Source: an optimization exercise on an open RTL-to-GDS flow (aim: small area). Production flows keep margins and buffers that such runs may drop.
At most, simulation tests tie the RTL to the original design; equivalence was not proved.
The RTL of run 6 was laid out without a check of its function.
Power and IR drop assume default switching activity.

===== flow/design.v =====
`timescale 1ns/1ps
`default_nettype none
module sound_top (
	input  wire        clock,
	input  wire        reset,
	input  wire        ready,        
	input  wire [3:0]  game_state,
	input  wire        flash_busy,
	input  wire [7:0]  flash_data,
	output wire [22:0] flash_addr,
	output wire        flash_read,
	output logic       loaded,
	output logic [7:0] to_ac97_data
);
	localparam logic [3:0] GS_IDLE = 4'd0, GS_POP = 4'd4, GS_MISSED = 4'd9, GS_WHACKED = 4'd10;
	logic [3:0] k;         
	logic       rd;        
	logic       waiting;   
	logic [7:0] clip_mem [0:11];
	logic       ld_last;    
	logic       ld_done;    
	logic       arrive;     
	logic [2:0] ld_region;
	logic [3:0] ld_low;
	assign ld_last = (k == 4'd3) || (k == 4'd8) || (k == 4'd11);
	assign ld_done = (k == 4'd12);
	assign arrive  = !loaded && waiting && !flash_busy;
	always_comb begin
		if (k < 4'd4) begin
			ld_region = 3'd2; ld_low = k;
		end else if (k < 4'd9) begin
			ld_region = 3'd3; ld_low = k - 4'd4;
		end else begin
			ld_region = 3'd4; ld_low = k - 4'd9;
		end
	end
	assign flash_read = rd;
	assign flash_addr = {12'd0, loaded ? 3'd1 : ld_region, 4'd0, loaded ? k : ld_low};
	always_ff @(posedge clock)
		if (!reset && arrive)
			clip_mem[k] <= flash_data;
	logic [3:0] prev_state;
	logic [3:0] clip_addr;
	logic [3:0] clip_ra;       
	logic       clip_done;
	logic [7:0] fir_x;
	logic [3:0] clip_first, clip_last;
	logic       is_effect, entering, leaving_idle, stall, idle, advance;
	logic [7:0] clip_byte;     
	logic [7:0] mix;           
	logic [8:0] mix_c;
	always_comb begin
		is_effect  = 1'b1;
		clip_first = 4'd0;
		clip_last  = 4'd3;
		case (game_state)
			GS_POP: ;
			GS_MISSED:  begin clip_first = 4'd4; clip_last = 4'd8;  end
			GS_WHACKED: begin clip_first = 4'd9; clip_last = 4'd11; end
			default: is_effect = 1'b0;
		endcase
	end
	assign idle         = (game_state == GS_IDLE);
	assign entering     = is_effect && (game_state != prev_state);
	assign leaving_idle = !idle && (prev_state == GS_IDLE);
	assign stall        = flash_busy || rd || leaving_idle;
	assign advance      = ready && !stall;
	always_ff @(posedge clock) begin
		clip_ra <= clip_addr;
		if (reset) begin
			k            <= 4'd0;
			rd           <= 1'b0;
			waiting      <= 1'b0;
			loaded       <= 1'b0;
			prev_state   <= GS_IDLE;
			clip_addr    <= 4'd0;
			clip_done    <= 1'b1;
			fir_x        <= 8'd0;
			to_ac97_data <= 8'd0;
		end else if (!loaded) begin
			if (!rd && !waiting) begin
				if (ld_done) begin
					loaded <= 1'b1;
					k      <= 4'd0;      
				end else
					rd <= 1'b1;          
			end else if (rd && !flash_busy) begin
				rd      <= 1'b0;
				waiting <= 1'b1;
			end else if (waiting && !flash_busy) begin
				waiting <= 1'b0;
				k       <= k + 4'd1;
				if (!ld_last)
					rd <= 1'b1;
			end
		end else begin
			prev_state <= game_state;
			if (rd && !flash_busy)
				rd <= 1'b0;
			if (idle) begin
				k     <= 4'd0;
				rd    <= 1'b0;
				fir_x <= 8'd0;
				if (ready)
					to_ac97_data <= 8'd0;
			end else begin
				if (!flash_busy)
					fir_x <= flash_data;
				if (leaving_idle)
					rd <= 1'b1;
				if (entering) begin
					clip_addr <= clip_first;
					clip_done <= 1'b0;
				end
				if (advance) begin
					k  <= k + 4'd1;
					rd <= 1'b1;
					to_ac97_data <= mix;
					if (is_effect && !clip_done && !entering) begin
						if (clip_addr == clip_last)
							clip_done <= 1'b1;
						else
							clip_addr <= clip_addr + 4'd1;
					end
				end
			end
		end
	end
	logic [7:0]  ring [0:30];
	logic [7:0]  xb;           
	logic [7:0]  val;          
	logic [4:0]  r_age;        
	logic [4:0]  win;          
	logic        clear;        
	logic        act;
	logic [7:0]  m;            
	logic        n;            
	logic [2:0]  corr;         
	logic [7:0]  vx;
	logic [17:0] sum, acc;     
	logic        cpend, cmid;  
	assign act = (win != 5'd0);
	assign val = (r_age == 5'd0) ? xb : (clear ? 8'd0 : ring[30]);
	always_comb begin
		n = 1'b0;
		case (r_age)
			5'd0, 5'd1, 5'd29, 5'd30: begin m = 8'd1; n = 1'b1; end
			5'd2, 5'd28:              begin m = 8'd3; n = 1'b1; end
			5'd3, 5'd27:              begin m = 8'd5; n = 1'b1; end
			5'd4, 5'd26:              begin m = 8'd6; n = 1'b1; end
			5'd5, 5'd25:              begin m = 8'd7; n = 1'b1; end
			5'd6, 5'd24:              begin m = 8'd5; n = 1'b1; end
			5'd7, 5'd23:              m = 8'd0;
			5'd8, 5'd22:              m = 8'd10;
			5'd9, 5'd21:              m = 8'd26;
			5'd10, 5'd20:             m = 8'd46;
			5'd11, 5'd19:             m = 8'd69;
			5'd12, 5'd18:             m = 8'd91;
			5'd13, 5'd17:             m = 8'd110;
			5'd14, 5'd16:             m = 8'd123;
			5'd15:                    m = 8'd128;
			default:                  m = 8'd0;
		endcase
		if (!act) begin
			m = 8'd0;
			n = 1'b0;
		end
		corr = n ? m[2:0] : 3'd0;
	end
	assign vx = val ^ {8{n}};
	wire mt_1, mt_2, mt_3, mt_4, mt_5, mt_6, mt_7, mt_8, mt_9, mt_10, mt_11, mt_12, mt_13, mt_14, mt_15, mt_16, mt_17, mt_18, mt_19, mt_20, mt_21, mt_22, mt_23, mt_24, mt_25, mt_26, mt_27, mt_28, mt_29, mt_30, mt_31, mt_32, mt_33, mt_34, mt_35, mt_36, mt_37, mt_38, mt_39, mt_40, mt_41, mt_42, mt_43, mt_44, mt_45, mt_46, mt_47, mt_48, mt_49, mt_50, mt_51, mt_52, mt_53, mt_54, mt_55, mt_56, mt_57, mt_58, mt_59, mt_60, mt_61, mt_62, mt_63, mt_64, mt_65, mt_66, mt_67, mt_68, mt_69, mt_70, mt_71, mt_72, mt_73, mt_74, mt_75, mt_76, mt_77, mt_78, mt_79, mt_80, mt_81, mt_82, mt_83, mt_84, mt_85, mt_86, mt_87, mt_88, mt_89, mt_90, mt_91, mt_92, mt_93, mt_94, mt_95, mt_96, mt_97, mt_98, mt_99, mt_100, mt_101, mt_102, mt_103, mt_104, mt_105, mt_106, mt_107, mt_108, mt_109, mt_110, mt_111, mt_112, mt_113, mt_114, mt_115, mt_116, mt_117, mt_118, mt_119, mt_120, mt_121, mt_122, mt_123, mt_124, mt_125, mt_126, mt_127, mt_128, mt_129, mt_130, mt_131, mt_132, mt_133, mt_134, mt_135, mt_136, mt_137, mt_138, mt_139, mt_140, mt_141, mt_142, mt_143, mt_144, mt_145, mt_146, mt_147, mt_148, mt_149, mt_150, mt_151, mt_152, mt_153, mt_154, mt_155, mt_156, mt_157, mt_158, mt_159, mt_160, mt_161;
	wire [7:0] pp0 = {~(vx[7] & m[0]), vx[6:0] & {7{m[0]}}};
	wire [7:0] pp1 = {~(vx[7] & m[1]), vx[6:0] & {7{m[1]}}};
	wire [7:0] pp2 = {~(vx[7] & m[2]), vx[6:0] & {7{m[2]}}};
	wire [7:0] pp3 = {~(vx[7] & m[3]), vx[6:0] & {7{m[3]}}};
	wire [7:0] pp4 = {~(vx[7] & m[4]), vx[6:0] & {7{m[4]}}};
	wire [7:0] pp5 = {~(vx[7] & m[5]), vx[6:0] & {7{m[5]}}};
	wire [7:0] pp6 = {~(vx[7] & m[6]), vx[6:0] & {7{m[6]}}};
	wire [7:0] pp7 = {~(vx[7] & m[7]), vx[6:0] & {7{m[7]}}};
	ha u_mt_1 (.a(sum[7]), .b(pp0[7]), .s(mt_1), .co(mt_2));
	ha u_mt_3 (.a(sum[5]), .b(pp0[5]), .s(mt_3), .co(mt_4));
	fa u_mt_5 (.a(sum[6]), .b(pp0[6]), .c(pp1[5]), .s(mt_5), .co(mt_6));
	ha u_mt_7 (.a(pp2[4]), .b(pp3[3]), .s(mt_7), .co(mt_8));
	fa u_mt_9 (.a(mt_1), .b(pp1[6]), .c(pp2[5]), .s(mt_9), .co(mt_10));
	fa u_mt_11 (.a(pp3[4]), .b(pp4[3]), .c(pp5[2]), .s(mt_11), .co(mt_12));
	ha u_mt_13 (.a(pp6[1]), .b(pp7[0]), .s(mt_13), .co(mt_14));
	fa u_mt_15 (.a(mt_2), .b(sum[8]), .c(pp1[7]), .s(mt_15), .co(mt_16));
	fa u_mt_17 (.a(pp2[6]), .b(pp3[5]), .c(pp4[4]), .s(mt_17), .co(mt_18));
	fa u_mt_19 (.a(pp5[3]), .b(pp6[2]), .c(pp7[1]), .s(mt_19), .co(mt_20));
	fa u_mt_21 (.a(sum[9]), .b(pp2[7]), .c(pp3[6]), .s(mt_21), .co(mt_22));
	fa u_mt_23 (.a(pp4[5]), .b(pp5[4]), .c(pp6[3]), .s(mt_23), .co(mt_24));
	fa u_mt_25 (.a(sum[10]), .b(pp3[7]), .c(pp4[6]), .s(mt_25), .co(mt_26));
	ha u_mt_27 (.a(sum[2]), .b(pp0[2]), .s(mt_27), .co(mt_28));
	fa u_mt_29 (.a(sum[3]), .b(pp0[3]), .c(pp1[2]), .s(mt_29), .co(mt_30));
	fa u_mt_31 (.a(sum[4]), .b(pp0[4]), .c(pp1[3]), .s(mt_31), .co(mt_32));
	ha u_mt_33 (.a(pp2[2]), .b(pp3[1]), .s(mt_33), .co(mt_34));
	fa u_mt_35 (.a(mt_3), .b(pp1[4]), .c(pp2[3]), .s(mt_35), .co(mt_36));
	fa u_mt_37 (.a(pp3[2]), .b(pp4[1]), .c(pp5[0]), .s(mt_37), .co(mt_38));
	fa u_mt_39 (.a(mt_4), .b(mt_5), .c(mt_7), .s(mt_39), .co(mt_40));
	fa u_mt_41 (.a(pp4[2]), .b(pp5[1]), .c(pp6[0]), .s(mt_41), .co(mt_42));
	fa u_mt_43 (.a(mt_6), .b(mt_8), .c(mt_9), .s(mt_43), .co(mt_44));
	assign mt_45 = ~(mt_11 ^ mt_13);
	assign mt_46 = mt_11 | mt_13;
	fa u_mt_47 (.a(mt_10), .b(mt_12), .c(mt_14), .s(mt_47), .co(mt_48));
	fa u_mt_49 (.a(mt_15), .b(mt_17), .c(mt_19), .s(mt_49), .co(mt_50));
	fa u_mt_51 (.a(mt_16), .b(mt_18), .c(mt_20), .s(mt_51), .co(mt_52));
	fa u_mt_53 (.a(mt_21), .b(mt_23), .c(pp7[2]), .s(mt_53), .co(mt_54));
	fa u_mt_55 (.a(mt_22), .b(mt_24), .c(mt_25), .s(mt_55), .co(mt_56));
	fa u_mt_57 (.a(pp5[5]), .b(pp6[4]), .c(pp7[3]), .s(mt_57), .co(mt_58));
	fa u_mt_59 (.a(mt_26), .b(sum[11]), .c(pp4[7]), .s(mt_59), .co(mt_60));
	fa u_mt_61 (.a(pp5[6]), .b(pp6[5]), .c(pp7[4]), .s(mt_61), .co(mt_62));
	fa u_mt_63 (.a(sum[12]), .b(pp5[7]), .c(pp6[6]), .s(mt_63), .co(mt_64));
	ha u_mt_65 (.a(sum[1]), .b(pp0[1]), .s(mt_65), .co(mt_66));
	fa u_mt_67 (.a(mt_27), .b(pp1[1]), .c(pp2[0]), .s(mt_67), .co(mt_68));
	fa u_mt_69 (.a(mt_28), .b(mt_29), .c(pp2[1]), .s(mt_69), .co(mt_70));
	fa u_mt_71 (.a(mt_30), .b(mt_31), .c(mt_33), .s(mt_71), .co(mt_72));
	fa u_mt_73 (.a(mt_32), .b(mt_34), .c(mt_35), .s(mt_73), .co(mt_74));
	fa u_mt_75 (.a(mt_36), .b(mt_38), .c(mt_39), .s(mt_75), .co(mt_76));
	fa u_mt_77 (.a(mt_40), .b(mt_42), .c(mt_43), .s(mt_77), .co(mt_78));
	fa u_mt_79 (.a(mt_44), .b(mt_46), .c(mt_47), .s(mt_79), .co(mt_80));
	fa u_mt_81 (.a(mt_48), .b(mt_50), .c(mt_51), .s(mt_81), .co(mt_82));
	fa u_mt_83 (.a(mt_52), .b(mt_54), .c(mt_55), .s(mt_83), .co(mt_84));
	fa u_mt_85 (.a(mt_56), .b(mt_58), .c(mt_59), .s(mt_85), .co(mt_86));
	fa u_mt_87 (.a(mt_60), .b(mt_62), .c(mt_63), .s(mt_87), .co(mt_88));
	fa u_mt_89 (.a(mt_64), .b(sum[13]), .c(pp6[7]), .s(mt_89), .co(mt_90));
	ha u_mt_91 (.a(sum[0]), .b(pp0[0]), .s(mt_91), .co(mt_92));
	fa u_mt_93 (.a(mt_65), .b(pp1[0]), .c(corr[1]), .s(mt_93), .co(mt_94));
	fa u_mt_95 (.a(mt_66), .b(mt_67), .c(corr[2]), .s(mt_95), .co(mt_96));
	fa u_mt_97 (.a(mt_68), .b(mt_69), .c(pp3[0]), .s(mt_97), .co(mt_98));
	fa u_mt_99 (.a(mt_70), .b(mt_71), .c(pp4[0]), .s(mt_99), .co(mt_100));
	fa u_mt_101 (.a(mt_72), .b(mt_73), .c(mt_37), .s(mt_101), .co(mt_102));
	fa u_mt_103 (.a(mt_74), .b(mt_75), .c(mt_41), .s(mt_103), .co(mt_104));
	fa u_mt_105 (.a(mt_76), .b(mt_77), .c(mt_45), .s(mt_105), .co(mt_106));
	fa u_mt_107 (.a(mt_78), .b(mt_79), .c(mt_49), .s(mt_107), .co(mt_108));
	fa u_mt_109 (.a(mt_80), .b(mt_81), .c(mt_53), .s(mt_109), .co(mt_110));
	fa u_mt_111 (.a(mt_82), .b(mt_83), .c(mt_57), .s(mt_111), .co(mt_112));
	fa u_mt_113 (.a(mt_84), .b(mt_85), .c(mt_61), .s(mt_113), .co(mt_114));
	fa u_mt_115 (.a(mt_86), .b(mt_87), .c(pp7[5]), .s(mt_115), .co(mt_116));
	fa u_mt_117 (.a(mt_88), .b(mt_89), .c(pp7[6]), .s(mt_117), .co(mt_118));
	fa u_mt_119 (.a(mt_90), .b(sum[14]), .c(pp7[7]), .s(mt_119), .co(mt_120));
	assign mt_121 = ~sum[15];
	assign mt_122 = sum[15];
	assign mt_123 = ~sum[16];
	assign mt_124 = sum[16];
	assign mt_125 = ~sum[17];
	assign mt_126 = sum[17];
	ha u_mt_127 (.a(mt_91), .b(corr[0]), .s(mt_127), .co(mt_128));
	fa u_mt_129 (.a(mt_92), .b(mt_93), .c(mt_128), .s(mt_129), .co(mt_130));
	fa u_mt_131 (.a(mt_94), .b(mt_95), .c(mt_130), .s(mt_131), .co(mt_132));
	fa u_mt_133 (.a(mt_96), .b(mt_97), .c(mt_132), .s(mt_133), .co(mt_134));
	fa u_mt_135 (.a(mt_98), .b(mt_99), .c(mt_134), .s(mt_135), .co(mt_136));
	fa u_mt_137 (.a(mt_100), .b(mt_101), .c(mt_136), .s(mt_137), .co(mt_138));
	fa u_mt_139 (.a(mt_102), .b(mt_103), .c(mt_138), .s(mt_139), .co(mt_140));
	fa u_mt_141 (.a(mt_104), .b(mt_105), .c(mt_140), .s(mt_141), .co(mt_142));
	fa u_mt_143 (.a(mt_106), .b(mt_107), .c(mt_142), .s(mt_143), .co(mt_144));
	fa u_mt_145 (.a(mt_108), .b(mt_109), .c(mt_144), .s(mt_145), .co(mt_146));
	assign cmid = mt_146;
	fa u_mt_147 (.a(mt_110), .b(mt_111), .c(cpend), .s(mt_147), .co(mt_148));
	fa u_mt_149 (.a(mt_112), .b(mt_113), .c(mt_148), .s(mt_149), .co(mt_150));
	fa u_mt_151 (.a(mt_114), .b(mt_115), .c(mt_150), .s(mt_151), .co(mt_152));
	fa u_mt_153 (.a(mt_116), .b(mt_117), .c(mt_152), .s(mt_153), .co(mt_154));
	fa u_mt_155 (.a(mt_118), .b(mt_119), .c(mt_154), .s(mt_155), .co(mt_156));
	fa u_mt_157 (.a(mt_120), .b(mt_121), .c(mt_156), .s(mt_157), .co(mt_158));
	fa u_mt_159 (.a(mt_122), .b(mt_123), .c(mt_158), .s(mt_159), .co(mt_160));
	assign mt_161 = mt_124 ^ mt_125 ^ mt_160;
	assign acc = {mt_161, mt_159, mt_157, mt_155, mt_153, mt_151, mt_149, mt_147, mt_145, mt_143, mt_141, mt_139, mt_137, mt_135, mt_133, mt_131, mt_129, mt_127};
	always_ff @(posedge clock) begin
		if (ready)
			xb <= fir_x;
		ring[0] <= val;
		for (int i = 1; i < 31; i++)
			ring[i] <= ring[i-1];
		if (!ready)
			r_age <= (r_age == 5'd0) ? 5'd30 : r_age - 5'd1;
		if (reset) begin
			win   <= 5'd0;
			clear <= 1'b1;
			sum   <= 18'd0;
			cpend <= 1'b0;
		end else begin
			if (ready)
				win <= 5'd1;
			else if (act)
				win <= win + 5'd1;     
			if (win == 5'd31)
				clear <= 1'b0;
			if (ready) begin
				sum   <= 18'd0;
				cpend <= 1'b0;
			end else begin
				sum   <= acc;
				cpend <= cmid;
			end
		end
	end
	assign clip_byte = (is_effect && !clip_done && !entering) ? clip_mem[clip_ra] : 8'd0;
	assign mix_c[0] = cpend;
	for (genvar b = 0; b < 8; b++) begin : g_mix
		fa u_fa (.a(sum[10+b]), .b(clip_byte[b]), .c(mix_c[b]), .s(mix[b]), .co(mix_c[b+1]));
	end
endmodule
module fa (
	input  wire a,
	input  wire b,
	input  wire c,
	output wire s,
	output wire co
);
	assign s  = a ^ b ^ c;
	assign co = (a & b) | (a & c) | (b & c);
endmodule
module ha (
	input  wire a,
	input  wire b,
	output wire s,
	output wire co
);
	assign s  = a ^ b;
	assign co = a & b;
endmodule
`default_nettype wire

===== flow/run.sh =====
#!/bin/bash
# synth_recipe.tcl (not shown) runs the flow's synth.tcl, then flattens the netlist and writes it again
# the make line also repeats each setting of config.mk as NAME=value (left out here)
make -C /OpenROAD-flow-scripts/flow DESIGN_CONFIG=/design/flow/config.mk WORK_HOME=/design/flow/orfs CLKGATE_MAP_FILE= SYNTH_SCRIPT=/design/flow/synth_recipe.tcl finish

===== flow/config.mk =====
export PLATFORM = sky130hd
export DESIGN_NAME = sound_top
export DESIGN_NICKNAME = sound_top
export VERILOG_FILES = /design/flow/design.v
export SDC_FILE = /design/flow/constraint.sdc
export NUM_CORES = 4
export LEC_CHECK = 0
export CAP_MARGIN = 20
export CORE_MARGIN = 2
export CORE_UTILIZATION = 40
export CTS_BUF_LIST = sky130_fd_sc_hd__clkbuf_8
export SLEW_MARGIN = 20
export SYNTH_HIERARCHICAL = 1

===== flow/constraint.sdc =====
create_clock -name core_clock -period 10.0 [get_ports {clock}]
set_input_delay 2.0000 -clock core_clock [delete_from_list [all_inputs] [get_ports {clock}]]
set_output_delay 2.0000 -clock core_clock [all_outputs]
set_load 0.01 [all_outputs]

==> reports/metrics.cfg, run 1 <==
[setup_path]
rr_worst_depth = 21
worstSetupPathType = reg -> reg
reg2reg_from = win[0]
worstSetupStartpointType = flop
r2r_setup_slack_ps = 1920
path_max_fanout = 25
crit_start = win[0]
endpoint_kind = flop
crit_arrival_ps = 8520
crit_end = sum[17]
rr_endpoint = sum[17]
cp.required_ps = 10440

[sta]
worst_pin_slew_ps = 1050
setup_viol = 0
fin_crit_sh = 0.808
fin_skew_ps = 21.2
fmax_mhz = 124
maxSlewHeadroom = 0.294
rsz0062_at_grt = no
finalSetupTns_ps = 0
final-hold-violation-count = 0
slew_violations = 0
finalCriticalPeriod_ps = 8080

[grt]
grt_overflow = 0
grt_max_degree = 38
grt_pass1_vias = 8079
antenna_found_initial = 0
grt_pass1_wl_mm = 43.1
grt.total_usage = 0.144

[drt]
drt_first_pass_iters = 5
vias_per_cell = 4.69
drt_iter0_markers = 381
post-route-drc-count = 0
wl_per_cell_microns = 16.4
vias = 7691
ant_nets = 0
totalWireLength_mm = 26.9

[clock_network]
clk_latency_ps = 600
cts_resized = 0
clkTransAtPathRegs_ps = 60
htree_levels = 3
cts_tree = yes
clock-sinks = 427
numCtsBuffers = 69
root_buffer = clkbuf_8
hold_buffers = 0
clockBufferDepth = 3
postCtsSetupRepairBufs = 0

[floorplan]
rows = 70
start_util = 0.406
core_area_sq_um = 36600
die_h_microns = 197
dieArea_sq_um = 38700
die_x_microns = 197
pin_count = 49

[run]
cap_violations = 0

[synth]
yosys_register_bits = 427
ys_dominant_reg_cell = dfxtp_1
synth-edff-count = 109
synth_warnings = 8
avgSynthCellArea_sq_um = 14.2
syn_area_sq_um = 14900
ys_seq_area_frac = 0.648
ys_types = 65
synthCells = 1045
synthArstFlopShare = 0

[finish]
fin_cells = 1640
n_antenna_cell = 0
drive_above_1_share = 0.136
fillers = 3239
fin_nets = 1243
area_delta_synth_final_pct = 14.7

[placement]
io_buffers = 32
hpwl_mm = 17.4
dp.cells = 1516
routabilityCongestion = 0.822

[power]
p_leak_uw = 0.00657
p_per_area_nw_per_um2 = 223
ir_drop_v = 0.000114

[run_status]
status = timing/DRC/antenna clean

[hold_path]
hp-class = reg -> reg

-- Yosys cell counts (all sizes together) (2+ instances only) --
| cell | count | area [sq um] |
|---|---|---|
| dfxtp | 318 | 6370 |
| nor2 | 112 | 428 |
| edfxtp | 109 | 3270 |
| fa | 75 | 1500 |
| nand2 | 49 | 191 |
| a21oi | 36 | 191 |
| buf | 34 | 208 |
| ha | 32 | 400 |
| mux4 | 24 | 541 |
| nand3 | 24 | 120 |
| inv | 22 | 82.6 |
| o21ai | 22 | 133 |
| xnor2 | 20 | 175 |
| nand2b | 19 | 126 |
| and2 | 18 | 113 |
| and3 | 18 | 113 |
| clkbuf | 16 | 60.1 |
| mux2i | 14 | 140 |
| xor2 | 10 | 140 |
| a22oi | 9 | 67.6 |
| nor3 | 7 | 35.0 |
| o31ai | 5 | 42.5 |
| nor4 | 4 | 25.0 |
| a21boi | 3 | 26.3 |
| a31o | 3 | 26.3 |
| nand3b | 3 | 22.5 |
| nand4 | 3 | 18.8 |
| nor4b | 3 | 38.8 |
| o211ai | 3 | 22.5 |
| or4 | 3 | 26.3 |
| a21o | 2 | 15.0 |
| a22o | 2 | 17.5 |
| a31oi | 2 | 12.5 |
| and4bb | 2 | 25.0 |
| o22ai | 2 | 12.5 |
| o2bb2ai | 2 | 17.5 |
| o41ai | 2 | 17.5 |
-- placed cells by master, fill, tap and decap left out, drive strengths merged, types with 3 or more instances in the layout --
cell | Yosys | layout
a21boi | 3 | 3
a21oi | 36 | 36
a22oi | 9 | 9
a31o | 3 | 3
and2 | 18 | 18
and3 | 18 | 18
buf | 34 | 7
bufinv | 0 | 3
clkbuf | 16 | 81
clkdlybuf4s50 | 0 | 32
clkinv | 0 | 11
conb | 1 | 16
dfxtp | 318 | 318
edfxtp | 109 | 109
fa | 75 | 75
ha | 32 | 32
inv | 22 | 49
mux2i | 14 | 14
mux4 | 24 | 24
nand2 | 49 | 49
nand2b | 19 | 19
nand3 | 24 | 24
nand3b | 3 | 3
nand4 | 3 | 3
nor2 | 112 | 112
nor3 | 7 | 7
nor4 | 4 | 4
nor4b | 3 | 3
o211ai | 3 | 3
o21ai | 22 | 22
o31ai | 5 | 5
or4 | 3 | 3
xnor2 | 20 | 20
xor2 | 10 | 10
-- logic make-up after synthesis --
kind of cell | count (synthesis) | share of synthesized area
AND/OR/NAND/NOR | 270 | 0.0887
XOR/XNOR | 30 | 0.0212
flip-flops | 427 | 0.648
AO/OA/AOI/OAI | 100 | 0.0447
adder cells (fa/ha/maj) | 107 | 0.128
multiplexers | 38 | 0.0458
other | 1 | 0.000252
buffers and inverters | 72 | 0.0236
-- worst max-delay path, cell delays in order, from the launching register on --
cell and delay (ps):
dfxtp_1 390, inv_1 60, ha_1 180, or4b_1 710, nand2_4 280, xnor2_1 700, nand3_1 200, ha_1 360
fa_1 470, fa_1 460, fa_1 470, fa_1 510, fa_1 410, fa_1 400, fa_1 400, fa_1 390
fa_1 390, fa_1 400, fa_1 390, xnor2_1 170, xnor2_1 130, nor3_1 60
-- worst min path at each step --
stage	depth (start not counted)	slack, ps	startpoint	endpoint
2_1_floorplan	0	310	ring[9][0]	ring[10][0]
3_3_place_gp	0	310	ring[0][2]	ring[1][2]
3_5_place_dp	0	310	ring[19][1]	ring[20][1]
4_1_cts	0	320	ring[29][6]	ring[30][6]
5_1_grt	0	320	ring[17][2]	ring[18][2]
6_report	0	320	ring[16][5]	ring[17][5]
-- flip-flops by register name, summed over array words and instances, names as in the netlist, 4 cells and up, named ones only --
signal and flops:
clip_addr 4, clip_mem 96, fir_x 8, k 4
prev_state 4, r_age 5, ring 248, sum 18
to_ac97_data 8, win 5, xb 8
-- per-module statistics from Yosys, one instance, submodules excluded --
module     cells  times used  flops+latches
sound_top    961           1            427
fa             1          75              0
ha             1           9              0
-- through the flow --
stage	hold WS [ps]	worst slack (ps)	utilization	area, sq um	total power, uW
finish	317	1920	0.466	17100	3810
global route	324	1590	0.466	17100	4020
CTS	322	1600	0.466	17000	3870
detailed placement	312	1540	0.427	15600	2340
global placement	311	1780	0.427	15600	2330
floorplan	310	2730	-	14900	2210
-- report_power, final --
part           switching, uW  total, uW  internal [uW]  leakage, uW
Sequential              40.6       1860           1820      0.00356
Combinational            246        443            197      0.00220
Clock                    678       1510            828     0.000802
-- cell type report --
cell class	count	area, sq um	area share
clock buffer	81	1110	0.0653
clock inverter	42	304	0.0178
inverter	22	82.6	0.00484
multi-input combinational	561	4960	0.291
sequential	427	9640	0.565
tap	468	586	0.0343
timing repair buffer	39	377	0.0221
-- routing by layer --
metal  vias up  GRT usage  share of wire
li1       3697          -              -
met1      3785      0.190           0.46
met2       168      0.229           0.47
met3        41     0.0352          0.043
met4         0     0.0549          0.021
met5         -          0              0
==> inputs of run 2 (changes only) <==
--- a/flow/config.mk
+++ b/flow/config.mk
@@ -9,5 +9,4 @@
 export CORE_MARGIN = 2
 export CORE_UTILIZATION = 40
-export CTS_BUF_LIST = sky130_fd_sc_hd__clkbuf_8
 export SLEW_MARGIN = 20
 export SYNTH_HIERARCHICAL = 1
==> reports/metrics.cfg, run 2 <==
[run_status]
status = timing/DRC/antenna clean

[setup_path]
cp_top_family = adder cells
worstSetupStartpointType = flop
slowest_stage = or4b_1
path_cells = inv_1 -> ha_1 -> or4b_1 -> nand2_4 -> xnor2_1 -> nand3_1 -> ha_1 -> fa_1 -> fa_1 -> fa_1 -> fa_1 -> fa_1 -> fa_1 -> fa_1 -> fa_1 -> fa_1 -> fa_1 -> fa_1 -> xnor2_1 -> xnor2_1 -> nor3_1
cp.required_ps = 10390
cpMostUsedCell = fa_1
max_stage_delay_ps = 700
crit_arrival_ps = 8420
path_max_fanout = 25
worstSetupPathType = reg -> reg
worst-path-buf-inv = 1
endpoint_kind = flop

[floorplan]
rows = 70
start_util = 0.406
dieArea_sq_um = 38700
pin_count = 49
die_x_microns = 197
die_h_microns = 197
core_area_sq_um = 36600

[drt]
vias = 7581
vias_per_cell = 4.75
drt_iter0_markers = 385
ant_nets = 0
post-route-drc-count = 0
wl_per_cell_microns = 16.6
drt_first_pass_iters = 4
totalWireLength_mm = 26.4

[grt]
grt_overflow = 0
grt_pass1_wl_mm = 42.4
grt_pass1_vias = 7860
grt.total_usage = 0.140
grt_max_degree = 38
antenna_found_initial = 0

[placement]
placed_area_sq_um = 15600
io_buffers = 32
hpwl_mm = 17.4
routabilityCongestion = 0.822

[synth]
syn_area_sq_um = 14900
synth-edff-count = 109
synthArstFlopShare = 0
synthTopCellsByCount = dfxtp_1, nor2_1, edfxtp_1
synth_top_area_frac = 0.428
yosys_register_bits = 427
synth.most_common_cell = dfxtp_1
ys_seq_area_frac = 0.648
synth_top_family_by_area = adder cells
synthAdderAreaFrac = 0.128
ys_dominant_reg_cell = dfxtp_1
ys_types = 65
avgSynthCellArea_sq_um = 14.2
synth_area_leader_cell = dfxtp_1
yosys-top-cells-area = dfxtp_1, edfxtp_1, fa_1
yosys.area_share.simple = 0.0887
synth_warnings = 8
synthCells = 1045
synthMuxAreaShare = 0.0458
synth-compound-area-share = 0.0447
synthXorXnorAreaFrac = 0.0212

[sta]
fin_crit_sh = 0.803
finalCriticalPeriod_ps = 8030
maxSlewHeadroom = 0.290
finalSetupTns_ps = 0
rsz0062_at_grt = no
setup_viol = 0
worst_pin_slew_ps = 1060
fin_skew_ps = 15.3
slew_violations = 0
final-hold-violation-count = 0
fmax_mhz = 125

[power]
p_leak_uw = 0.00647
p_per_area_nw_per_um2 = 228
ir_drop_v = 0.000132

[run]
cap_violations = 0

[finish]
drive_above_1_share = 0.116
multi_input_area_sq_um = 4960
final_common_cell = dfxtp_1
fin_area_sq_um = 17100
n_antenna_cell = 0
largest_register_ffs = 248
largest_registers = ring: 248 flops, clip_mem: 96 flops, sum: 18 flops
fin_nets = 1216
fillers = 3227
final_cell_mix = dfxtp_1, nor2_1, edfxtp_1
area_delta_synth_final_pct = 14.8
regMostFlops = ring
seq_area_sq_um = 9640

[clock_network]
clkTransAtPathRegs_ps = 60
hold_buffers = 0
clockBufferDepth = 3
numCtsBuffers = 42
clk_latency_ps = 550
cts_tree = yes
root_buffer = clkbuf_16
htree_levels = 2
cts_resized = 0
clock-sinks = 427
postCtsSetupRepairBufs = 0

[hold_path]
hp-class = reg -> reg

==> run 2: cell counts after synthesis <==
Identical to the previous run, type by type.
==> run 2: through the flow <==
stage	power, uW	cells	hold slack, ps	util	setup slack [ps]
finish	3900	1595	318	0.467	1970
global route	4090	1595	320	0.467	1620
CTS	3950	1594	313	0.466	1590
detailed placement	2340	1516	312	0.427	1540
global placement	2330	1516	311	0.427	1780
floorplan	2210	1060	310	-	2730
==> run 2: area by class of cell <==
type,count,area share
sequential,427,0.564
clock buffer,58,0.0710
multi-input combinational,561,0.290
tap,468,0.0343
timing repair buffer,39,0.0220
clock inverter,20,0.0135
inverter,22,0.00483
==> run 2: path summary, 6_finish.rpt <==
check              startpoint           to  slack (ps)  depth (start not counted)
setup / recovery       win[0]      sum[17]        1970                         21
hold / removal    ring[12][0]  ring[13][0]         320                          0
setup reg to reg       win[0]      sum[17]        1970                         21
hold reg to reg   ring[12][0]  ring[13][0]         320                          0
==> run 2: logic make-up (layout without fill, tap and decap cells) <==
family | count (synthesis) | after routing
AND/OR/NAND/NOR | 270 | 270
XOR/XNOR | 30 | 30
adder cells (fa/ha/maj) | 107 | 107
AO/OA/AOI/OAI | 100 | 100
multiplexers | 38 | 38
other | 1 | 16
flip-flops | 427 | 427
buffers and inverters | 72 | 139
==> run 2: layer usage <==
layer / vias to the layer above / part of all wire / GRT usage
met5: - / 0 / 0
met4: 0 / 0.022 / 0.0459
met3: 42 / 0.037 / 0.0275
met2: 133 / 0.47 / 0.229
met1: 3765 / 0.47 / 0.189
li1: 3641 / - / -
==> run 2: per-module statistics from Yosys, one instance, submodules excluded <==
| module | copies in the design | area [sq um] |
|---|---|---|
| sound_top | 1 | 13300 |
| fa | 75 | 20.0 |
| ha | 9 | 12.5 |
==> run 2: where the power goes <==
group,internal (uW),switching [uW]
Sequential,1820,40.7
Clock,940,658
Combinational,195,245
==> inputs of run 3 (changes only) <==
--- a/flow/config.mk
+++ b/flow/config.mk
@@ -9,4 +9,6 @@
 export CORE_MARGIN = 2
 export CORE_UTILIZATION = 40
+export CTS_BUF_LIST = sky130_fd_sc_hd__clkbuf_4
+export CTS_CLUSTER_SIZE = 12
 export SLEW_MARGIN = 20
 export SYNTH_HIERARCHICAL = 1
==> reports/metrics.cfg, run 3 <==
[run_status]
status = timing/DRC/antenna clean

[clock_network]
htree_levels = 3
clk_latency_ps = 740
root_buffer = clkbuf_4
cts_tree = yes
cts_resized = 0
hold_buffers = 0
postCtsSetupRepairBufs = 0
clkTransAtPathRegs_ps = 70
clock-sinks = 427
clockBufferDepth = 3
numCtsBuffers = 102

[setup_path]
path_max_fanout = 25
worstSetupStartpointType = flop
rr_worst_depth = 21
reg2reg_from = win[0]
worstSetupPathType = reg -> reg
r2r_setup_slack_ps = 1890
endpoint_kind = flop
crit_arrival_ps = 8660
rr_endpoint = sum[17]
cp.required_ps = 10550

[power]
p_per_area_nw_per_um2 = 219
p_total_uw = 3720
ir_drop_v = 0.0000921
p_leak_uw = 0.00657

[sta]
slew_violations = 0
fin_crit_sh = 0.811
worst_pin_slew_ps = 1050
maxSlewHeadroom = 0.296
fmax_mhz = 123
setup_ws_ps = 1890
setup_viol = 0
final-hold-violation-count = 0
rsz0062_at_grt = no
finalSetupTns_ps = 0
fin_skew_ps = 44.4
finalCriticalPeriod_ps = 8110

[placement]
placed_area_sq_um = 15600
hpwl_mm = 17.4
post-place-ws_ps = 1540
dp.cells = 1516
io_buffers = 32
routabilityCongestion = 0.822

[hold_path]
holdCritStartpoint = ring[17][0]
hp-class = reg -> reg
whs_endpoint = ring[18][0]
whs_path_depth = 0

[finish]
final_cell_mix = dfxtp_1, clkbuf_4, nor2_1
fin_nets = 1276
final_common_cell = dfxtp_1
largest_register_ffs = 248
regMostFlops = ring
area_delta_synth_final_pct = 14.3
fin_cells = 1705
drive_above_1_share = 0.189
largest_registers = ring: 248 flops, clip_mem: 96 flops, sum: 18 flops
fin_area_sq_um = 17000

[drt]
drt_first_pass_iters = 5
ant_nets = 0
totalWireLength_mm = 27.0
post-route-drc-count = 0
vias_per_cell = 4.68
drt_iter0_markers = 403
vias = 7977
wl_per_cell_microns = 15.8

[synth]
synthTopCellsByCount = dfxtp_1, nor2_1, edfxtp_1
synthCells = 1045
synthArstFlopShare = 0
synth.most_common_cell = dfxtp_1
yosys_register_bits = 427
synth-edff-count = 109
synth_area_leader_cell = dfxtp_1
syn_area_sq_um = 14900
ys_types = 65
avgSynthCellArea_sq_um = 14.2
synth_warnings = 8
ys_seq_area_frac = 0.648
yosys-top-cells-area = dfxtp_1, edfxtp_1, fa_1
ys_dominant_reg_cell = dfxtp_1
synth_top_area_frac = 0.428

[floorplan]
die_x_microns = 197
start_util = 0.406
pin_count = 49
rows = 70
die_h_microns = 197
core_area_sq_um = 36600
dieArea_sq_um = 38700

[grt]
grt_overflow = 0
grt_max_degree = 38
grt_pass1_wl_mm = 43.5
grt.total_usage = 0.144
grt_pass1_vias = 8378
antenna_found_initial = 1

[run]
cap_violations = 0

[run 3: cell counts after synthesis]
Identical to the previous run, type by type.
[run 3: Yosys stat by module, one instance, submodules excluded]
module	flops+latches	cells inside
ha	0	1
sound_top	427	961
fa	0	1
[run 3: metal layers]
layer  vias to the layer above  part of all wire  track usage
met5                         -                 0            0
met4                         0             0.018       0.0537
met3                        46             0.045       0.0397
met2                       182              0.47        0.232
met1                      3913              0.46        0.187
li1                       3836                 -            -
[run 3: worst max-delay path, stage by stage (launching register included)]
cell and delay, ps:
dfxtp_1 380, inv_1 60, ha_1 180, or4b_1 700, nand2_4 280, xnor2_1 700, nand3_1 200, ha_1 360
fa_1 470, fa_1 460, fa_1 470, fa_1 510, fa_1 410, fa_1 400, fa_1 400, fa_1 390
fa_1 380, fa_1 390, fa_1 390, xnor2_1 170, xnor2_1 130, nor3_1 60
[run 3: logic make-up (layout without fill, tap and decap cells)]
group	count (synthesis)	after routing	share of synthesized area
other	1	17	0.000252
and+or+nand+nor	270	270	0.0887
muxes	38	38	0.0458
xor gates and xnor gates	30	30	0.0212
AOI/OAI and AO/OA	100	100	0.0447
buffers and inverters	72	248	0.0236
DFF	427	427	0.648
adders and majority gates	107	107	0.128
[run 3: how the worst max path moves through the flow]
stage,startpoint,to,slack (ps),cells after the start
2_1_floorplan,r_age[0],sum[17],2730,24
3_3_place_gp,r_age[0],sum[17],1780,21
3_5_place_dp,r_age[0],sum[17],1540,21
4_1_cts,r_age[0],sum[17],1580,21
5_1_grt,win[0],sum[17],1550,21
6_report,win[0],sum[17],1890,21
[run 3: where the power goes]
part	total, uW	internal [uW]	switching (uW)	leakage (uW)
logic	442	196	246	0.00220
clock network	1420	751	667	0.000805
registers	1860	1820	40.3	0.00356
total	3720	2760	953	0.00657
[run 3: cell type report]
class	count	area, sq um
Clock buffer	158	1190
Multi-Input combinational cell	561	4960
Timing Repair Buffer	39	377
Fill cell	3313	19600
Tap cell	468	586
Clock inverter	29	169
Sequential cell	427	9640
Inverter	22	82.6
Antenna cell	1	2.50
[run 3: metrics by stage]
stage | hold WS [ps] | utilization
floorplan | 310 | -
global placement | 311 | 0.427
global route | 308 | 0.464
finish | 308 | 0.464
detailed placement | 312 | 0.427
CTS | 299 | 0.464
==> inputs of run 4 (changes only) <==
--- a/flow/config.mk
+++ b/flow/config.mk
@@ -9,6 +9,6 @@
 export CORE_MARGIN = 2
 export CORE_UTILIZATION = 40
-export CTS_BUF_LIST = sky130_fd_sc_hd__clkbuf_4
-export CTS_CLUSTER_SIZE = 12
+export CTS_CLUSTER_DIAMETER = 120
+export CTS_CLUSTER_SIZE = 30
 export SLEW_MARGIN = 20
 export SYNTH_HIERARCHICAL = 1
==> reports/metrics.cfg, run 4 <==
[sta]
final-hold-violation-count = 0
maxSlewHeadroom = 0.283
finalCriticalPeriod_ps = 8090
fmax_mhz = 124
finalSetupTns_ps = 0
slew_violations = 0
setup_ws_ps = 1910
fin_skew_ps = 17.2
setup_viol = 0
worst_pin_slew_ps = 1070
rsz0062_at_grt = no
fin_crit_sh = 0.809

[grt]
grt_pass1_wl_mm = 41.1
grt_overflow = 0
grt_max_degree = 38
grt_pass1_vias = 7595
antenna_found_initial = 0
grt.total_usage = 0.134

[synth]
synthTopCellsByCount = dfxtp_1, nor2_1, edfxtp_1
yosys_register_bits = 427
synth_area_leader_cell = dfxtp_1
synth_warnings = 8
ys_dominant_reg_cell = dfxtp_1
ys_types = 65
synthCells = 1045
avgSynthCellArea_sq_um = 14.2
synth-edff-count = 109
synth_top_area_frac = 0.428
ys_seq_area_frac = 0.648
syn_area_sq_um = 14900
synth.most_common_cell = dfxtp_1
yosys-top-cells-area = dfxtp_1, edfxtp_1, fa_1
synthArstFlopShare = 0

[clock_network]
clock-sinks = 427
cts_resized = 0
clk_latency_ps = 530
numCtsBuffers = 18
hold_buffers = 0
clkTransAtPathRegs_ps = 110
postCtsSetupRepairBufs = 0
htree_levels = 1
root_buffer = clkbuf_16
cts_tree = yes
clockBufferDepth = 3

[power]
p_leak_uw = 0.00602
ir_drop_v = 0.000110
p_per_area_nw_per_um2 = 195
p_total_uw = 3160

[finish]
post-route-util = 0.442
seq_area_sq_um = 9640
largest_registers = ring: 248 flops, clip_mem: 96 flops, sum: 18 flops
multi_input_area_sq_um = 4960
drive_above_1_share = 0.0799
fillers = 3303
largest_register_ffs = 248
fin_nets = 1192
n_antenna_cell = 0
area_delta_synth_final_pct = 8.71
final_cell_mix = dfxtp_1, nor2_1, edfxtp_1
final_common_cell = dfxtp_1
regMostFlops = ring

[setup_path]
endpoint_kind = flop
worstSetupPathType = reg -> reg
crit_arrival_ps = 8470
worstSetupStartpointType = flop
path_max_fanout = 25
cp.required_ps = 10370

[floorplan]
start_util = 0.406
dieArea_sq_um = 38700
die_x_microns = 197
rows = 70
die_h_microns = 197
pin_count = 49
core_area_sq_um = 36600

[drt]
drt_first_pass_iters = 5
wl_per_cell_microns = 16.7
ant_nets = 0
vias_per_cell = 4.78
vias = 7378
totalWireLength_mm = 25.7
post-route-drc-count = 0
drt_iter0_markers = 388

[placement]
io_buffers = 32
post-place-ws_ps = 1540
hpwl_mm = 17.4
routabilityCongestion = 0.822

[run]
cap_violations = 0

[run_status]
status = timing/DRC/antenna clean

[hold_path]
hp-class = reg -> reg

-- run 4: cell counts after synthesis --
Identical to the previous run, type by type.
-- run 4: modules after synthesis, one instance, submodules excluded --
module / area (sq um) / flops+latches / cells inside
ha: 12.5 / 0 / 1
fa: 20.0 / 0 / 1
sound_top: 13300 / 427 / 961
-- run 4: power by group --
part	total, uW	internal [uW]	switching [uW]
logic	440	195	245
registers	1860	1820	40.0
clock network	860	358	503
-- run 4: path summary, 6_finish.rpt --
| check | end | from | depth (start not counted) | slack (ps) |
|---|---|---|---|---|
| setup / recovery | sum[17] | win[0] | 21 | 1910 |
| hold / removal | ring[20][4] | ring[19][4] | 0 | 330 |
| setup reg to reg | sum[17] | win[0] | 21 | 1910 |
| hold reg to reg | ring[20][4] | ring[19][4] | 0 | 330 |
-- run 4: worst max-delay path: stages, from the launching register on --
cell and delay (ps):
dfxtp_1 410, inv_1 60, ha_1 180, or4b_1 700, nand2_4 280, xnor2_1 700
nand3_1 200, ha_1 360, fa_1 470, fa_1 460, fa_1 470, fa_1 510
fa_1 410, fa_1 400, fa_1 400, fa_1 390, fa_1 380, fa_1 390
fa_1 390, xnor2_1 170, xnor2_1 130, nor3_1 60
-- run 4: kinds of logic after synthesis --
group / count (synthesis) / synth area share
xor+xnor: 30 / 0.0212
simple gates: 270 / 0.0887
flops: 427 / 0.648
mux: 38 / 0.0458
other cells: 1 / 0.000252
buf+inv: 72 / 0.0236
fa+ha+maj: 107 / 0.128
compound gates: 100 / 0.0447
-- run 4: layer usage --
| metal | GRT usage | up-vias | share of wire |
|---|---|---|---|
| li1 | - | 3559 | - |
| met1 | 0.186 | 3665 | 0.48 |
| met2 | 0.227 | 128 | 0.47 |
| met3 | 0.0202 | 26 | 0.037 |
| met4 | 0.0231 | 0 | 0.015 |
| met5 | 0 | - | 0 |
-- run 4: area by class of cell --
class,instances,share of cell area
well taps,468,0.0362
repair buffers,39,0.0233
clock buffers,23,0.0303
clock inverters,4,0.00240
multi-input cells,561,0.307
flip-flops and latches,427,0.596
inverters,22,0.00511
-- run 4: through the flow --
step	hold WS, ps	instances	instance area [sq um]
floorplan	310	1060	14900
detailed placement	312	1516	15600
global placement	311	1516	15600
global route	341	1544	16200
CTS	331	1543	16200
finish	327	1544	16200
==> inputs of run 5 (changes only) <==
--- a/flow/design.v
+++ b/flow/design.v
@@ -17,5 +17,8 @@
 	logic       rd;        
 	logic       waiting;   
-	logic [7:0] clip_mem [0:11];
+	logic [7:0] first_pop, first_missed, first_whacked;
+	logic [7:0] cring [0:8];
+	logic [3:0] cpos;       
+	logic       cshift;     
 	logic       ld_last;    
 	logic       ld_done;    
@@ -37,35 +40,52 @@
 	assign flash_read = rd;
 	assign flash_addr = {12'd0, loaded ? 3'd1 : ld_region, 4'd0, loaded ? k : ld_low};
-	always_ff @(posedge clock)
-		if (!reset && arrive)
-			clip_mem[k] <= flash_data;
-	logic [3:0] prev_state;
-	logic [3:0] clip_addr;
-	logic [3:0] clip_ra;       
+	logic [1:0] prev_eff;      
+	logic       prev_idle;     
+	logic       cfirst;        
+	logic [3:0] cidx;          
+	logic [1:0] rsel;          
 	logic       clip_done;
 	logic [7:0] fir_x;
-	logic [3:0] clip_first, clip_last;
-	logic       is_effect, entering, leaving_idle, stall, idle, advance;
+	logic [1:0] eff;
+	logic [3:0] clip_start, clip_last;
+	logic       is_effect, entering, leaving_idle, stall, idle, advance, playing;
 	logic [7:0] clip_byte;     
 	logic [7:0] mix;           
 	logic [8:0] mix_c;
 	always_comb begin
-		is_effect  = 1'b1;
-		clip_first = 4'd0;
-		clip_last  = 4'd3;
+		eff        = 2'd1;
+		clip_start = 4'd0;
+		clip_last  = 4'd2;
 		case (game_state)
 			GS_POP: ;
-			GS_MISSED:  begin clip_first = 4'd4; clip_last = 4'd8;  end
-			GS_WHACKED: begin clip_first = 4'd9; clip_last = 4'd11; end
-			default: is_effect = 1'b0;
+			GS_MISSED:  begin eff = 2'd2; clip_start = 4'd3; clip_last = 4'd6; end
+			GS_WHACKED: begin eff = 2'd3; clip_start = 4'd7; clip_last = 4'd8; end
+			default: eff = 2'd0;
 		endcase
 	end
+	assign is_effect    = (eff != 2'd0);
 	assign idle         = (game_state == GS_IDLE);
-	assign entering     = is_effect && (game_state != prev_state);
-	assign leaving_idle = !idle && (prev_state == GS_IDLE);
+	assign entering     = is_effect && (eff != prev_eff);
+	assign leaving_idle = !idle && prev_idle;
 	assign stall        = flash_busy || rd || leaving_idle;
 	assign advance      = ready && !stall;
+	assign playing      = is_effect && !clip_done && !entering;
+	assign cshift       = loaded ? (cpos != cidx) : (arrive && k != 4'd0 && k != 4'd4 && k != 4'd9);
 	always_ff @(posedge clock) begin
-		clip_ra <= clip_addr;
+		rsel <= cfirst ? cidx[2:1] : 2'd2;
+		if (cshift) begin
+			cring[0] <= loaded ? cring[8] : flash_data;
+			for (int i = 1; i < 9; i++)
+				cring[i] <= cring[i-1];
+		end
+		if (!reset && arrive) begin
+			if (k == 4'd0) first_pop     <= flash_data;
+			if (k == 4'd4) first_missed  <= flash_data;
+			if (k == 4'd9) first_whacked <= flash_data;
+		end
+		if (reset)
+			cpos <= 4'd0;
+		else if (loaded && cshift)
+			cpos <= (cpos == 4'd8) ? 4'd0 : cpos + 4'd1;
 		if (reset) begin
 			k            <= 4'd0;
@@ -73,6 +93,8 @@
 			waiting      <= 1'b0;
 			loaded       <= 1'b0;
-			prev_state   <= GS_IDLE;
-			clip_addr    <= 4'd0;
+			prev_eff     <= 2'd0;
+			prev_idle    <= 1'b1;
+			cfirst       <= 1'b1;
+			cidx         <= 4'd0;
 			clip_done    <= 1'b1;
 			fir_x        <= 8'd0;
@@ -95,5 +117,6 @@
 			end
 		end else begin
-			prev_state <= game_state;
+			prev_eff  <= eff;
+			prev_idle <= idle;
 			if (rd && !flash_busy)
 				rd <= 1'b0;
@@ -110,5 +133,6 @@
 					rd <= 1'b1;
 				if (entering) begin
-					clip_addr <= clip_first;
+					cfirst    <= 1'b1;
+					cidx      <= clip_start;
 					clip_done <= 1'b0;
 				end
@@ -117,9 +141,11 @@
 					rd <= 1'b1;
 					to_ac97_data <= mix;
-					if (is_effect && !clip_done && !entering) begin
-						if (clip_addr == clip_last)
+					if (playing) begin
+						if (cfirst)
+							cfirst <= 1'b0;
+						else if (cidx == clip_last)
 							clip_done <= 1'b1;
 						else
-							clip_addr <= clip_addr + 4'd1;
+							cidx <= cidx + 4'd1;
 					end
 				end
@@ -294,5 +320,14 @@
 		end
 	end
-	assign clip_byte = (is_effect && !clip_done && !entering) ? clip_mem[clip_ra] : 8'd0;
+	always_comb begin
+		case (rsel)
+			2'd0:    clip_byte = first_pop;
+			2'd1:    clip_byte = first_missed;
+			2'd3:    clip_byte = first_whacked;
+			default: clip_byte = cring[8];
+		endcase
+		if (!playing)
+			clip_byte = 8'd0;
+	end
 	assign mix_c[0] = cpend;
 	for (genvar b = 0; b < 8; b++) begin : g_mix
==> reports/metrics.cfg, run 5 <==
[synth]
synth.most_common_cell = dfxtp_1
ys_dominant_reg_cell = dfxtp_1
yosys.area_share.simple = 0.0951
synth_area_leader_cell = dfxtp_1
synthMuxAreaShare = 0.0253
yosys_register_bits = 429
synthArstFlopShare = 0
synth-edff-count = 109
synth_top_family_by_area = adder cells
ys_seq_area_frac = 0.658
synthAdderAreaFrac = 0.130
syn_area_sq_um = 14700
synthCells = 1074
avgSynthCellArea_sq_um = 13.7
synthXorXnorAreaFrac = 0.0143
synth_top_area_frac = 0.435
synth_warnings = 9
yosys-top-cells-area = dfxtp_1, edfxtp_1, fa_1
ys_types = 68
synth-compound-area-share = 0.0523
synthTopCellsByCount = dfxtp_1, nor2_1, edfxtp_1

[drt]
post-route-drc-count = 0
vias_per_cell = 4.67
ant_nets = 0
totalWireLength_mm = 23.1
drt_iter0_markers = 516
wl_per_cell_microns = 14.7
vias = 7361
drt_first_pass_iters = 5

[grt]
grt_pass1_wl_mm = 38.3
antenna_found_initial = 0
grt_max_degree = 73
grt_pass1_vias = 7297
grt_overflow = 0
grt.total_usage = 0.123

[clock_network]
clk_latency_ps = 520
clockBufferDepth = 3
cts_resized = 0
clkTransAtPathRegs_ps = 120
hold_buffers = 0
postCtsSetupRepairBufs = 0
clock-sinks = 429
cts_tree = yes
root_buffer = clkbuf_16
numCtsBuffers = 18
htree_levels = 1

[hold_path]
hp-class = reg -> reg
whs_path_depth = 0

[run_status]
status = timing/DRC/antenna clean

[finish]
fin_area_sq_um = 16000
area_delta_synth_final_pct = 8.94
fillers = 3296
n_antenna_cell = 0
regMostFlops = ring
final_cell_mix = dfxtp_1, nor2_1, edfxtp_1
largest_register_ffs = 248
final_common_cell = dfxtp_1
largest_registers = ring: 248 flops, cring: 72 flops, sum: 18 flops
fin_nets = 1226
drive_above_1_share = 0.0559

[placement]
placed_area_sq_um = 15500
hpwl_mm = 15.6
io_buffers = 32
post-place-ws_ps = 1980
routabilityCongestion = 0.811

[floorplan]
core_area_sq_um = 36400
die_h_microns = 196
pin_count = 49
die_x_microns = 196
rows = 70
start_util = 0.404
dieArea_sq_um = 38300

[sta]
setup_ws_ps = 1960
worst_pin_slew_ps = 936
final-hold-violation-count = 0
maxSlewHeadroom = 0.370
rsz0062_at_grt = no
finalCriticalPeriod_ps = 8040
setup_viol = 0
fmax_mhz = 124
slew_violations = 0
fin_crit_sh = 0.804
fin_skew_ps = 23.5
finalSetupTns_ps = 0

[setup_path]
cp.required_ps = 10380
path_max_fanout = 25
worstSetupStartpointType = flop
crit_arrival_ps = 8430
rr_worst_depth = 21
endpoint_kind = flop
worstSetupPathType = reg -> reg

[power]
p_leak_uw = 0.00608
ir_drop_v = 0.0000978
p_per_area_nw_per_um2 = 195

[run]
cap_violations = 0

-- run 5: changes by cell type in the layout (fill, tap and decap cells not counted), sizes merged, moves of 5 or more --
cell	before	now
mux4	24	8
mux2i	14	9
inv	24	32
a21oi	36	43
nor3	7	13
o21ai	22	31
nor2b	1	13
xnor2	20	11
and3	18	9
mux2	0	9
-- run 5: per-module statistics from Yosys (local to each module, per instance) --
module	area (sq um)	cells inside	flip-flops and latches	copies in the design
fa	20.0	1	0	75
ha	12.5	1	0	9
sound_top	13100	990	429	1
-- run 5: cell families (layout without fill, tap and decap cells) --
group,count (synthesis),in the layout
flip-flops,429,429
AND/OR/NAND/NOR,288,288
AO/OA/AOI/OAI,119,119
adder cells (fa/ha/maj),108,108
buffers and inverters,79,99
multiplexers,26,26
XOR/XNOR,24,24
other,1,16
-- run 5: worst paths after layout --
kind	from	endpoint	slack, ps
max	win[0]	sum[17]	1960
min	ring[13][2]	ring[14][2]	330
max reg2reg	win[0]	sum[17]	1960
min reg2reg	ring[13][2]	ring[14][2]	330
-- run 5: through the flow --
stage	hold WS (ps)	util	total power (uW)	instances
2_1_floorplan	310	-	2210	1089
3_3_place_gp	310	0.425	2320	1550
3_5_place_dp	312	0.425	2320	1550
4_1_cts	331	0.440	3170	1577
5_1_grt	340	0.440	3310	1577
6_report	333	0.440	3120	1577
-- run 5: critical path, stage by stage, from the launching register on --
cell	delay (ps)
dfxtp_1	410
inv_1	60
ha_1	190
or4b_1	630
nand2_1	450
xnor2_1	640
nand3_1	150
ha_1	350
fa_1	460
fa_1	460
fa_1	460
fa_1	520
fa_1	430
fa_1	400
fa_1	390
fa_1	380
fa_1	380
fa_1	380
fa_1	380
xnor2_1	190
xnor2_1	140
nor3_1	60
-- run 5: cell type report --
| class | count | area, sq um | area share |
|---|---|---|---|
| Sequential cell | 429 | 9680 | 0.604 |
| Clock inverter | 1 | 30.0 | 0.00187 |
| Tap cell | 468 | 586 | 0.0365 |
| Inverter | 32 | 120 | 0.00749 |
| Multi-Input combinational cell | 581 | 4730 | 0.295 |
| Clock buffer | 26 | 502 | 0.0313 |
| Timing Repair Buffer | 40 | 380 | 0.0237 |
-- run 5: metal layers --
layer,vias to the layer above,wire [microns],track usage,part of all wire
met3,26,605,0.0148,0.026
li1,3633,-,-,-
met4,0,469,0.0275,0.020
met1,3600,11700,0.181,0.50
met2,102,10400,0.196,0.45
met5,-,0,0,0
-- run 5: where the power goes --
group | switching (uW) | leakage [uW] | internal, uW
registers | 38.8 | 0.00358 | 1820
logic | 226 | 0.00225 | 190
clock network | 490 | 0.000254 | 360
total | 754 | 0.00608 | 2370
==> inputs of run 6 (changes only) <==
--- a/flow/design.v
+++ b/flow/design.v
@@ -168,30 +168,14 @@
 	assign act = (win != 5'd0);
 	assign val = (r_age == 5'd0) ? xb : (clear ? 8'd0 : ring[30]);
-	always_comb begin
-		n = 1'b0;
-		case (r_age)
-			5'd0, 5'd1, 5'd29, 5'd30: begin m = 8'd1; n = 1'b1; end
-			5'd2, 5'd28:              begin m = 8'd3; n = 1'b1; end
-			5'd3, 5'd27:              begin m = 8'd5; n = 1'b1; end
-			5'd4, 5'd26:              begin m = 8'd6; n = 1'b1; end
-			5'd5, 5'd25:              begin m = 8'd7; n = 1'b1; end
-			5'd6, 5'd24:              begin m = 8'd5; n = 1'b1; end
-			5'd7, 5'd23:              m = 8'd0;
-			5'd8, 5'd22:              m = 8'd10;
-			5'd9, 5'd21:              m = 8'd26;
-			5'd10, 5'd20:             m = 8'd46;
-			5'd11, 5'd19:             m = 8'd69;
-			5'd12, 5'd18:             m = 8'd91;
-			5'd13, 5'd17:             m = 8'd110;
-			5'd14, 5'd16:             m = 8'd123;
-			5'd15:                    m = 8'd128;
-			default:                  m = 8'd0;
-		endcase
-		if (!act) begin
-			m = 8'd0;
-			n = 1'b0;
-		end
-		corr = n ? m[2:0] : 3'd0;
-	end
+	assign m[0] = act & ((r_age == 5'd0) | (r_age == 5'd1) | (r_age == 5'd2) | (r_age == 5'd3) | (r_age == 5'd5) | (r_age == 5'd6) | (r_age == 5'd11) | (r_age == 5'd12) | (r_age == 5'd14) | (r_age == 5'd16) | (r_age == 5'd18) | (r_age == 5'd19) | (r_age == 5'd24) | (r_age == 5'd25) | (r_age == 5'd27) | (r_age == 5'd28) | (r_age == 5'd29) | (r_age == 5'd30));
+	assign m[1] = act & ((r_age == 5'd2) | (r_age == 5'd4) | (r_age == 5'd5) | (r_age == 5'd8) | (r_age == 5'd9) | (r_age == 5'd10) | (r_age == 5'd12) | (r_age == 5'd13) | (r_age == 5'd14) | (r_age == 5'd16) | (r_age == 5'd17) | (r_age == 5'd18) | (r_age == 5'd20) | (r_age == 5'd21) | (r_age == 5'd22) | (r_age == 5'd25) | (r_age == 5'd26) | (r_age == 5'd28));
+	assign m[2] = act & ((r_age == 5'd3) | (r_age == 5'd4) | (r_age == 5'd5) | (r_age == 5'd6) | (r_age == 5'd10) | (r_age == 5'd11) | (r_age == 5'd13) | (r_age == 5'd17) | (r_age == 5'd19) | (r_age == 5'd20) | (r_age == 5'd24) | (r_age == 5'd25) | (r_age == 5'd26) | (r_age == 5'd27));
+	assign m[3] = act & ((r_age == 5'd8) | (r_age == 5'd9) | (r_age == 5'd10) | (r_age == 5'd12) | (r_age == 5'd13) | (r_age == 5'd14) | (r_age == 5'd16) | (r_age == 5'd17) | (r_age == 5'd18) | (r_age == 5'd20) | (r_age == 5'd21) | (r_age == 5'd22));
+	assign m[4] = act & ((r_age == 5'd9) | (r_age == 5'd12) | (r_age == 5'd14) | (r_age == 5'd16) | (r_age == 5'd18) | (r_age == 5'd21));
+	assign m[5] = act & ((r_age == 5'd10) | (r_age == 5'd13) | (r_age == 5'd14) | (r_age == 5'd16) | (r_age == 5'd17) | (r_age == 5'd20));
+	assign m[6] = act & ((r_age == 5'd11) | (r_age == 5'd12) | (r_age == 5'd13) | (r_age == 5'd14) | (r_age == 5'd16) | (r_age == 5'd17) | (r_age == 5'd18) | (r_age == 5'd19));
+	assign m[7] = act & ((r_age == 5'd15));
+	assign n = act & ((r_age == 5'd0) | (r_age == 5'd1) | (r_age == 5'd2) | (r_age == 5'd3) | (r_age == 5'd4) | (r_age == 5'd5) | (r_age == 5'd6) | (r_age == 5'd24) | (r_age == 5'd25) | (r_age == 5'd26) | (r_age == 5'd27) | (r_age == 5'd28) | (r_age == 5'd29) | (r_age == 5'd30));
+	assign corr = n ? m[2:0] : 3'd0;
 	assign vx = val ^ {8{n}};
 	wire mt_1, mt_2, mt_3, mt_4, mt_5, mt_6, mt_7, mt_8, mt_9, mt_10, mt_11, mt_12, mt_13, mt_14, mt_15, mt_16, mt_17, mt_18, mt_19, mt_20, mt_21, mt_22, mt_23, mt_24, mt_25, mt_26, mt_27, mt_28, mt_29, mt_30, mt_31, mt_32, mt_33, mt_34, mt_35, mt_36, mt_37, mt_38, mt_39, mt_40, mt_41, mt_42, mt_43, mt_44, mt_45, mt_46, mt_47, mt_48, mt_49, mt_50, mt_51, mt_52, mt_53, mt_54, mt_55, mt_56, mt_57, mt_58, mt_59, mt_60, mt_61, mt_62, mt_63, mt_64, mt_65, mt_66, mt_67, mt_68, mt_69, mt_70, mt_71, mt_72, mt_73, mt_74, mt_75, mt_76, mt_77, mt_78, mt_79, mt_80, mt_81, mt_82, mt_83, mt_84, mt_85, mt_86, mt_87, mt_88, mt_89, mt_90, mt_91, mt_92, mt_93, mt_94, mt_95, mt_96, mt_97, mt_98, mt_99, mt_100, mt_101, mt_102, mt_103, mt_104, mt_105, mt_106, mt_107, mt_108, mt_109, mt_110, mt_111, mt_112, mt_113, mt_114, mt_115, mt_116, mt_117, mt_118, mt_119, mt_120, mt_121, mt_122, mt_123, mt_124, mt_125, mt_126, mt_127, mt_128, mt_129, mt_130, mt_131, mt_132, mt_133, mt_134, mt_135, mt_136, mt_137, mt_138, mt_139, mt_140, mt_141, mt_142, mt_143, mt_144, mt_145, mt_146, mt_147, mt_148, mt_149, mt_150, mt_151, mt_152, mt_153, mt_154, mt_155, mt_156, mt_157, mt_158, mt_159, mt_160, mt_161;
==> flow/flow/run.sh (new file) <==
#!/bin/bash
# Own flow: the standard layout (standard.sh, unchanged synthesis), with
# the port buffers made from the smallest buffer cell and ORFS's power
# recovery (gate downsizing on paths with positive slack) after global route.
set -euo pipefail
bash standard.sh \
	BUFFER_PORTS_ARGS="-buffer_cell sky130_fd_sc_hd__buf_1" \
	RECOVER_POWER=100 \
	finish > flow_make.log 2>&1
==> flow/standard.sh (new file) <==
#!/bin/bash
# synth_recipe.tcl (not shown) runs the flow's synth.tcl, then flattens the netlist and writes it again
# the make line also repeats each setting of config.mk as NAME=value (left out here)
make -C /OpenROAD-flow-scripts/flow DESIGN_CONFIG=/design/flow/config.mk WORK_HOME=/design/flow/orfs CLKGATE_MAP_FILE= SYNTH_SCRIPT=/design/flow/synth_recipe.tcl "${@:-finish}"
removed: flow/run.sh
==> reports/metrics.cfg, run 6 <==
[run_status]
status = failed layout checks
so_faults = capacitance limit, slew limit

[sta]
fin_crit_sh = 0.831
hold_ws_ps = 328
fin_skew_ps = 29.5
final-hold-violation-count = 0
rsz0062_at_grt = no
maxSlewHeadroom = -1.47
fmax_mhz = 120
slew_violations = 118
finalSetupTns_ps = 0

[clock_network]
clk_latency_ps = 510
hold_buffers = 0
numCtsBuffers = 17
root_buffer = clkbuf_16
clock-sinks = 420
cts_tree = yes
clockBufferDepth = 3

[synth]
synth_warnings = 9
synth-edff-count = 109
syn_area_sq_um = 14400
synthArstFlopShare = 0
synth_area_leader_cell = dfxtp_1
synth.most_common_cell = dfxtp_1
ys_types = 64
yosys-top-cells-area = dfxtp_1, edfxtp_1, fa_1
avgSynthCellArea_sq_um = 14.0

[grt]
antenna_found_initial = 0
grt_max_degree = 73
grt_overflow = 0
grt_pass1_wl_mm = 36.5
grt.total_usage = 0.118
grt_pass1_vias = 7012

[setup_path]
max_stage_delay_ps = 590
cpMostUsedCell = fa_1
cp.required_ps = 10330
path_max_fanout = 19
endpoint_kind = flop
slowest_stage = xnor2_1
worst-path-buf-inv = 2
crit_arrival_ps = 8640
worstSetupPathType = reg -> reg
path_cells = inv_1 -> ha_1 -> nor4b_1 -> clkbuf_1 -> o21ai_0 -> xnor2_1 -> nand2b_1 -> ha_1 -> fa_1 -> fa_1 -> fa_1 -> fa_1 -> fa_1 -> fa_1 -> fa_1 -> fa_1 -> fa_1 -> fa_1 -> fa_1 -> xnor2_1 -> xnor2_1 -> nor3_1
worstSetupStartpointType = flop

[finish]
largest_register_ffs = 248
fin_nets = 1174
final_common_cell = dfxtp_1
largest_registers = ring: 248 flops, cring: 72 flops, sum: 18 flops
area_delta_synth_final_pct = 6.89
regMostFlops = ring
drive_above_1_share = 0.0520

[floorplan]
die_h_microns = 194
start_util = 0.406
pin_count = 49
die_x_microns = 194
core_area_sq_um = 35500
rows = 69
dieArea_sq_um = 37500

[drt]
vias_per_cell = 4.63
totalWireLength_mm = 22.0
drt_first_pass_iters = 4
post-route-drc-count = 0
drt_iter0_markers = 341

[placement]
io_buffers = 32

[power]
p_sw_frac = 0.230
p_leak_uw = 0.00576
ir_drop_v = 0.000126
combPwrFrac = 0.112
clock_power_share = 0.268

[run]
cap_violations = 2

[hold_path]
hp-class = reg -> reg

[run 6: changes by cell type after synthesis, sizes merged, moves of 5 or more]
cell | previous run | this run
inv | 32 | 23
nand2b | 15 | 22
dfxtp | 320 | 311
mux2i | 9 | 4
nand3 | 24 | 15
o21ai | 31 | 36
nor2 | 111 | 99
a21oi | 43 | 29
nand2 | 50 | 41
[run 6: path summary, 6_finish.rpt]
path,depth (start not counted),end,slack [ps],from
hold reg to reg,0,ring[26][2],330,ring[25][2]
setup reg to reg,22,sum[17],1690,r_age[0]
setup / recovery,22,sum[17],1690,r_age[0]
hold / removal,0,ring[26][2],330,ring[25][2]
[run 6: power groups by stage]
| stage | sequential [uW] | combinational, uW | clock [uW] |
|---|---|---|---|
| 2_1_floorplan | 1830 | 261 | 0 |
| 3_3_place_gp | 1840 | 318 | 0 |
| 4_1_cts | 1800 | 337 | 813 |
| 5_1_grt | 1800 | 388 | 862 |
| 3_5_place_dp | 1840 | 331 | 0 |
| 6_report | 1800 | 327 | 780 |
[run 6: area by class of cell]
cell class	instances	area (sq um)	area share
clock buffers	23	448	0.0291
inverters	24	90.1	0.00585
multi-input cells	551	4610	0.300
flip-flops and latches	420	9500	0.617
well taps	461	577	0.0375
repair buffers	39	159	0.0103
[run 6: layer usage]
metal	global-route usage	share of wire	vias to the layer above
li1	-	-	3477
met1	0.169	0.49	3438
met2	0.190	0.45	87
met3	0.0158	0.028	28
met4	0.0305	0.024	0
met5	0	0	-
[run 6: worst reg2reg max path: cells and delay by family, from the launching register on]
| family | cells | cell delay (ps) |
|---|---|---|
| buffers and inverters | 2 | 670 |
| flip-flops | 1 | 460 |
| AO/OA/AOI/OAI | 1 | 290 |
| adder cells (fa/ha/maj) | 13 | 5320 |
| XOR/XNOR | 3 | 900 |
| AND/OR/NAND/NOR | 3 | 490 |
[run 6: cells by family after synthesis]
family	share of synthesized area
AO/OA/AOI/OAI	0.0503
adder cells (fa/ha/maj)	0.130
other	0.000261
AND/OR/NAND/NOR	0.0953
flip-flops	0.660
buffers and inverters	0.0227
multiplexers	0.0223
XOR/XNOR	0.0189
[run 6: per-stage QoR]
step | setup slack [ps] | power (uW) | cells | util
finish | 1690 | 2900 | 1518 | 0.434
global route | 992 | 3060 | 1518 | 0.434
CTS | 1900 | 2950 | 1518 | 0.434
detailed placement | 1900 | 2170 | 1495 | 0.422
global placement | 2070 | 2160 | 1495 | 0.422
floorplan | 2410 | 2090 | 1041 | -
[run 6: per-module statistics from Yosys, one instance, submodules excluded]
module / cells / copies in the design / area (sq um) / flops+latches
ha: 1 / 9 / 12.5 / 0
fa: 1 / 75 / 20.0 / 0
sound_top: 942 / 1 / 12800 / 420

Re-timed with assumed drivers on the ports (clkbuf_16 on the clock, buf_2 on other inputs), run 6 has 1.691 ns of setup slack against 1.691 ns with ideal ports, and 1.691 ns once port delays also move by the mid clock arrival of 0.549 ns.
